Source: an optimization exercise on an open RTL-to-GDS flow (aim: small area). Production flows keep margins and buffers that such runs may drop. The RTL was checked by simulation tests, not by an equivalence proof against the original design. Power is estimated from default activity; no workload was simulated.

==> v27: inputs <==
==> flow/design.v (excerpt) <==
module decode_stage #(
    parameter int unsigned CORE         = 0,
    parameter int unsigned DATA_WIDTH   = 32,
    parameter int unsigned ADDRESS_BITS = 20,
    parameter int unsigned REG_SEL_BITS = 5
) (
    input  logic                    clock,
    input  logic                    reset,
    input  logic                    in_valid,
    output logic                    in_ready,
    input  logic [ADDRESS_BITS-1:0] PC,
    input  logic [31:0]             instruction,
    input  logic                    write,
    input  logic [REG_SEL_BITS-1:0] write_reg,
    input  logic [DATA_WIDTH-1:0]   write_data,
    input  logic                    flush,
    output logic                    out_valid,
    input  logic                    out_ready,
    output logic [ADDRESS_BITS-1:0] out_PC,
    output logic [DATA_WIDTH-1:0]   rs1_data,
    output logic [DATA_WIDTH-1:0]   rs2_data,
    output logic [REG_SEL_BITS-1:0] rd,
    output logic                    rd_write,
    output logic [6:0]              opcode,
    output logic [2:0]              funct3,
    output logic [6:0]              funct7,
    output logic [DATA_WIDTH-1:0]   extend_imm,
    output logic [ADDRESS_BITS-1:0] branch_target,
    output logic [ADDRESS_BITS-1:0] JAL_target
);
==> module decode_stage, before the edit <==
module decode_stage #(
    parameter int unsigned CORE         = 0,
    parameter int unsigned DATA_WIDTH   = 32,
    parameter int unsigned ADDRESS_BITS = 20,
    parameter int unsigned REG_SEL_BITS = 5
) (
    input  logic                    clock,
    input  logic                    reset,
    input  logic                    in_valid,
    output logic                    in_ready,
    input  logic [ADDRESS_BITS-1:0] PC,
    input  logic [31:0]             instruction,
    input  logic                    write,
    input  logic [REG_SEL_BITS-1:0] write_reg,
    input  logic [DATA_WIDTH-1:0]   write_data,
    input  logic                    flush,
    output logic                    out_valid,
    input  logic                    out_ready,
    output logic [ADDRESS_BITS-1:0] out_PC,
    output logic [DATA_WIDTH-1:0]   rs1_data,
    output logic [DATA_WIDTH-1:0]   rs2_data,
    output logic [REG_SEL_BITS-1:0] rd,
    output logic                    rd_write,
    output logic [6:0]              opcode,
    output logic [2:0]              funct3,
    output logic [6:0]              funct7,
    output logic [DATA_WIDTH-1:0]   extend_imm,
    output logic [ADDRESS_BITS-1:0] branch_target,
    output logic [ADDRESS_BITS-1:0] JAL_target
);
    localparam int unsigned NumRegs = 2 ** REG_SEL_BITS;
    localparam logic [6:0] OpLui    = 7'b0110111;
    localparam logic [6:0] OpAuipc  = 7'b0010111;
    localparam logic [6:0] OpJal    = 7'b1101111;
    localparam logic [6:0] OpBranch = 7'b1100011;
    localparam logic [6:0] OpStore  = 7'b0100011;
    localparam logic [6:0] OpOp     = 7'b0110011;
    logic                    valid_q;
    logic [31:0]             instr_q;
    logic [ADDRESS_BITS-1:0] pc_q;
    logic [DATA_WIDTH-1:0]   rs1_q, rs2_q;
    logic [NumRegs-1:0]      busy_q;
    logic [NumRegs-1:0]      wrote_q;
    logic [DATA_WIDTH-1:0]   regs_q [NumRegs];
    logic [6:0]              opc;
    logic [REG_SEL_BITS-1:0] rs1_sel, rs2_sel, rd_sel;
    logic                    use1, use2, dec_rd_write;
    logic                    wb_en, hazard, accept, load;
    logic                    q_rd_write;
    logic [NumRegs-1:0]      wsel, sel1, sel2;
    logic [DATA_WIDTH-1:0]   rd1, rd2;
    always_comb begin
        opc          = instruction[6:0];
        rs1_sel      = instruction[19:15];
        rs2_sel      = instruction[24:20];
        rd_sel       = instruction[11:7];
        use1         = !(opc == OpLui || opc == OpAuipc || opc == OpJal);
        use2         = (opc == OpBranch) || (opc == OpStore) || (opc == OpOp);
        dec_rd_write = (rd_sel != '0) && !(opc == OpBranch || opc == OpStore);
        wb_en        = write && (write_reg != '0);
        hazard       = (use1 && busy_q[rs1_sel]) ||
                       (use2 && busy_q[rs2_sel]) ||
                       (dec_rd_write && busy_q[rd_sel]);
        load         = !valid_q || out_ready;
        in_ready     = load && !hazard && !flush;
        accept       = in_valid && in_ready;
    end
    always_comb begin
        for (int r = 0; r < NumRegs; r++) begin
            sel1[r] = wrote_q[r] && (rs1_sel == REG_SEL_BITS'(r));
            sel2[r] = wrote_q[r] && (rs2_sel == REG_SEL_BITS'(r));
            wsel[r] = wb_en && (write_reg == REG_SEL_BITS'(r));
        end
        rd1 = '0;
        rd2 = '0;
        for (int r = 1; r < NumRegs; r++) begin
            rd1 = rd1 | ({DATA_WIDTH{sel1[r]}} & regs_q[r]);
            rd2 = rd2 | ({DATA_WIDTH{sel2[r]}} & regs_q[r]);
        end
    end
    always_ff @(posedge clock or negedge reset) begin
        if (!reset) begin
            valid_q <= 1'b0;
        end else if (accept) begin
            valid_q <= 1'b1;
        end else if (flush || out_ready) begin
            valid_q <= 1'b0;
        end
    end
    always_ff @(posedge clock) begin
        if (load) begin
            instr_q <= instruction;
            pc_q    <= PC;
            rs1_q   <= rd1;
            rs2_q   <= rd2;
        end
    end
    assign q_rd_write = (instr_q[11:7] != '0) &&
                        !(instr_q[6:0] == OpBranch || instr_q[6:0] == OpStore);
    assign busy_q[0] = 1'b0;
    for (genvar r = 1; r < NumRegs; r++) begin : g_busy
        always_ff @(posedge clock or negedge reset) begin
            if (!reset) begin
                busy_q[r] <= 1'b0;
            end else if (accept && dec_rd_write && rd_sel == REG_SEL_BITS'(r)) begin
                busy_q[r] <= 1'b1;
            end else if ((flush && valid_q && q_rd_write && instr_q[11:7] == REG_SEL_BITS'(r)) ||
                         wsel[r]) begin
                busy_q[r] <= 1'b0;
            end
        end
    end
    assign wrote_q[0] = 1'b0;
    assign regs_q[0]  = '0;
    for (genvar r = 1; r < NumRegs; r++) begin : g_regs
        always_ff @(posedge clock or negedge reset) begin
            if (!reset) begin
                wrote_q[r] <= 1'b0;
            end else if (wsel[r]) begin
                wrote_q[r] <= 1'b1;
            end
        end
        always_ff @(posedge clock) begin
            if (wsel[r]) begin
                regs_q[r] <= write_data;
            end
        end
    end
    logic [31:0] imm_i, imm_s, imm_b, imm_u, imm_j;
    always_comb begin
        imm_i = {{20{instr_q[31]}}, instr_q[31:20]};
        imm_s = {{20{instr_q[31]}}, instr_q[31:25], instr_q[11:7]};
        imm_b = {{19{instr_q[31]}}, instr_q[31], instr_q[7],
                 instr_q[30:25], instr_q[11:8], 1'b0};
        imm_u = {instr_q[31:12], 12'b0};
        imm_j = {{11{instr_q[31]}}, instr_q[31], instr_q[19:12],
                 instr_q[20], instr_q[30:21], 1'b0};
        case (instr_q[6:0])
            OpLui, OpAuipc: extend_imm = imm_u;
            OpJal:          extend_imm = imm_j;
            OpBranch:       extend_imm = imm_b;
            OpStore:        extend_imm = imm_s;
            default:        extend_imm = imm_i;
        endcase
    end
    assign out_valid     = valid_q;
    assign out_PC        = pc_q;
    assign rs1_data      = rs1_q;
    assign rs2_data      = rs2_q;
    assign rd            = instr_q[11:7];
    assign rd_write      = q_rd_write;
    assign opcode        = instr_q[6:0];
    assign funct3        = instr_q[14:12];
    assign funct7        = instr_q[31:25];
    assign branch_target = pc_q + imm_b[ADDRESS_BITS-1:0];
    assign JAL_target    = pc_q + imm_j[ADDRESS_BITS-1:0];
endmodule
export LEC_CHECK = 0
export CAP_MARGIN = 20
export CORE_MARGIN = 2
export CORE_UTILIZATION = 40
export SLEW_MARGIN = 20
create_clock -name core_clock -period 6.0 [get_ports {clock}]
run.sh (not shown) runs the stock make flow with config.mk's settings and CLKGATE_MAP_FILE= SYNTH_SCRIPT=/design/flow/synth_recipe.tcl, a recipe that flattens the netlist after the stock synthesis.
==> v15: changes against v27 <==
--- a/flow/design.v
+++ b/flow/design.v
@@ -49,3 +49,3 @@
     logic                    q_rd_write;
-    logic [NumRegs-1:0]      wsel, sel1, sel2;
+    logic [NumRegs-1:0]      wsel, whold, sel1, sel2;
     logic [DATA_WIDTH-1:0]   rd1, rd2;
@@ -72,2 +72,3 @@
             wsel[r] = wb_en && (write_reg == REG_SEL_BITS'(r));
+            whold[r] = !write || (write_reg != REG_SEL_BITS'(r));
         end
@@ -89,9 +90,10 @@
     end
+    logic hold, take;
+    assign hold = valid_q && !out_ready;
+    assign take = load && !flush;
     always_ff @(posedge clock) begin
-        if (load) begin
-            instr_q <= instruction;
-            pc_q    <= PC;
-            rs1_q   <= rd1;
-            rs2_q   <= rd2;
-        end
+        instr_q <= ({32{take}} & instruction) | ({32{hold}} & instr_q);
+        pc_q    <= ({ADDRESS_BITS{take}} & PC) | ({ADDRESS_BITS{hold}} & pc_q);
+        rs1_q   <= ({DATA_WIDTH{take}} & rd1) | ({DATA_WIDTH{hold}} & rs1_q);
+        rs2_q   <= ({DATA_WIDTH{take}} & rd2) | ({DATA_WIDTH{hold}} & rs2_q);
     end
@@ -123,5 +125,4 @@
         always_ff @(posedge clock) begin
-            if (wsel[r]) begin
-                regs_q[r] <= write_data;
-            end
+            regs_q[r] <= ({DATA_WIDTH{wsel[r]}} & write_data) |
+                         ({DATA_WIDTH{whold[r]}} & regs_q[r]);
         end
==> flow/flow/run.sh (new file) <==
#!/bin/bash
# The standard layout (standard.sh, with the standard synthesis unchanged) with three
# changes, all passed to ORFS through its own hook and argument variables:
#  * hold_a22o.tcl, run before floorplanning, rebuilds each register-file hold mux2
#    (D = S ? new : Q) as an a22o with a shared select inverter;
#  * buffer_ports uses the smallest plain buffer for the port buffers;
#  * CTS runs without dummy loads, with clkbuf_16 and 25-sink clusters.
# Every tool's output stays in ORFS's own log files under orfs/logs; make's output goes to
# standard.log here.
set -euo pipefail
here=$(pwd)
export PRE_FLOORPLAN_TCL="$here/flow/hold_a22o.tcl"
export BUFFER_PORTS_ARGS="-buffer_cell sky130_fd_sc_hd__buf_1"
export CTS_ARGS="-sink_clustering_enable -repair_clock_nets -sink_clustering_size 25 -sink_clustering_max_diameter 80 -buf_list sky130_fd_sc_hd__clkbuf_16 -dont_use_dummy_load"
bash standard.sh > standard.log 2>&1
==> flow/flow/hold_a22o.tcl (new file) <==
# Runs before floorplanning (PRE_FLOORPLAN_TCL). Synthesis maps each register-file bit to a
# plain flip-flop whose D comes from a mux2 that either loads new data or recirculates Q.
# Rebuild each such mux2 as an a22o, (S & D1) | (!S & Q), with one shared inverter per select
# net: the same function in a smaller cell. Registers are not touched.
remove_buffers
set db [ord::get_db]
set block [ord::get_db_block]
set a22o [$db findMaster sky130_fd_sc_hd__a22o_1]
set invm [$db findMaster sky130_fd_sc_hd__inv_1]
array unset ::hold_sel_n
array set ::hold_sel_n {}
set ::hold_n_inv 0
set n_swapped 0
proc hold_inv_net { block invm s } {
  set key [$s getName]
  if { [info exists ::hold_sel_n($key)] } { return $::hold_sel_n($key) }
  set nn [odb::dbNet_create $block "hold_sel_n_$::hold_n_inv"]
  set ii [odb::dbInst_create $block $invm "hold_sel_inv_$::hold_n_inv"]
  [$ii findITerm A] connect $s
  [$ii findITerm Y] connect $nn
  incr ::hold_n_inv
  set ::hold_sel_n($key) $nn
  return $nn
}
foreach inst [$block getInsts] {
  if { ![string match sky130_fd_sc_hd__mux2_* [[$inst getMaster] getName]] } { continue }
  if { [string match sky130_fd_sc_hd__mux2i_* [[$inst getMaster] getName]] } { continue }
  set x [[$inst findITerm X] getNet]
  if { $x eq "NULL" } { continue }
  if { [llength [$x getBTerms]] > 0 } { continue }
  set loads {}
  foreach it [$x getITerms] {
    if { [$it isInputSignal] } { lappend loads $it }
  }
  if { [llength $loads] != 1 } { continue }
  set ld [lindex $loads 0]
  set ff [$ld getInst]
  if { ![string match sky130_fd_sc_hd__dfxtp_* [[$ff getMaster] getName]] } { continue }
  if { [[$ld getMTerm] getName] ne "D" } { continue }
  set q [[$ff findITerm Q] getNet]
  set a0 [[$inst findITerm A0] getNet]
  set a1 [[$inst findITerm A1] getNet]
  set s [[$inst findITerm S] getNet]
  if { $q eq "NULL" || $s eq "NULL" } { continue }
  if { $a0 eq $q && $a1 ne $q } {
    # X = S ? A1 : Q
    set p_s $s; set p_d $a1; set p_h [hold_inv_net $block $invm $s]
  } elseif { $a1 eq $q && $a0 ne $q } {
    # X = S ? Q : A0
    set p_s [hold_inv_net $block $invm $s]; set p_d $a0; set p_h $s
  } else {
    continue
  }
  set name [$inst getName]
  odb::dbInst_destroy $inst
  set ni [odb::dbInst_create $block $a22o $name]
  [$ni findITerm A1] connect $p_s
  [$ni findITerm A2] connect $p_d
  [$ni findITerm B1] connect $p_h
  [$ni findITerm B2] connect $q
  [$ni findITerm X] connect $x
  incr n_swapped
}
puts "hold_a22o: rebuilt $n_swapped hold muxes as a22o, with $::hold_n_inv select inverters"
==> flow/standard.sh (new file) <==
#!/bin/bash
# synth_recipe.tcl (not shown) runs the flow's synth.tcl, then flattens the netlist and writes it again
# the make line also repeats each setting of config.mk as NAME=value (left out here)
make -C /OpenROAD-flow-scripts/flow DESIGN_CONFIG=/design/flow/config.mk WORK_HOME=/design/flow/orfs CLKGATE_MAP_FILE= SYNTH_SCRIPT=/design/flow/synth_recipe.tcl "${@:-finish}"
PLACE_DENSITY = 0.5   (was not set)
removed: flow/run.sh
==> summary of the runs <==
v15 completed without violations. v27 completed without violations.
Between v27 and v15, the lower final area is in v15 (gap 8.2%, measured against v15).
Between v15 and v27, the lower die area is in v15 (gap about 4.4%, measured against v27).
Of v27 and v15, v27 has the higher clock power (gap about 60%, measured against v15).
Against v27, the synthesized cell count of v15 is larger by about 30%.
Total power: v27 is higher than v15 (about 5%).

## afterwards: timing with drivers on the ports
No port has a modelled driver above. Below, the same layouts with a new extraction and two added sets of constraints.
Step 1, drivers: a clkbuf_16 drives clock and a buf_2 each remaining input, both assumed.
Step 2 moves the port delays by t, midway between the first and last clock arrival at a register: inputs arrive t later, outputs are due t later. That takes back most of the time a late clock gives input paths.
a / b / c = ideal / step 1 / step 2; a / b = the first two.
run | shift t [ns] | setup WS [ns] | worst hold slack (ns) | worst register clock-pin slew, ns
v27 | 0.837 | 0.567 / 0.492 / 0.564 | 0.485 / 0.485 / 0.485 | 0.07 / 0.07
v15 | 0.750 | 1.032 / 0.955 / 0.924 | 0.452 / 0.452 / 0.452 | 0.11 / 0.11
After both steps every run listed still meets setup and hold. The setup slack of v15, which loses most, moves by -0.077 ns with the drivers and by -0.108 ns with both steps.
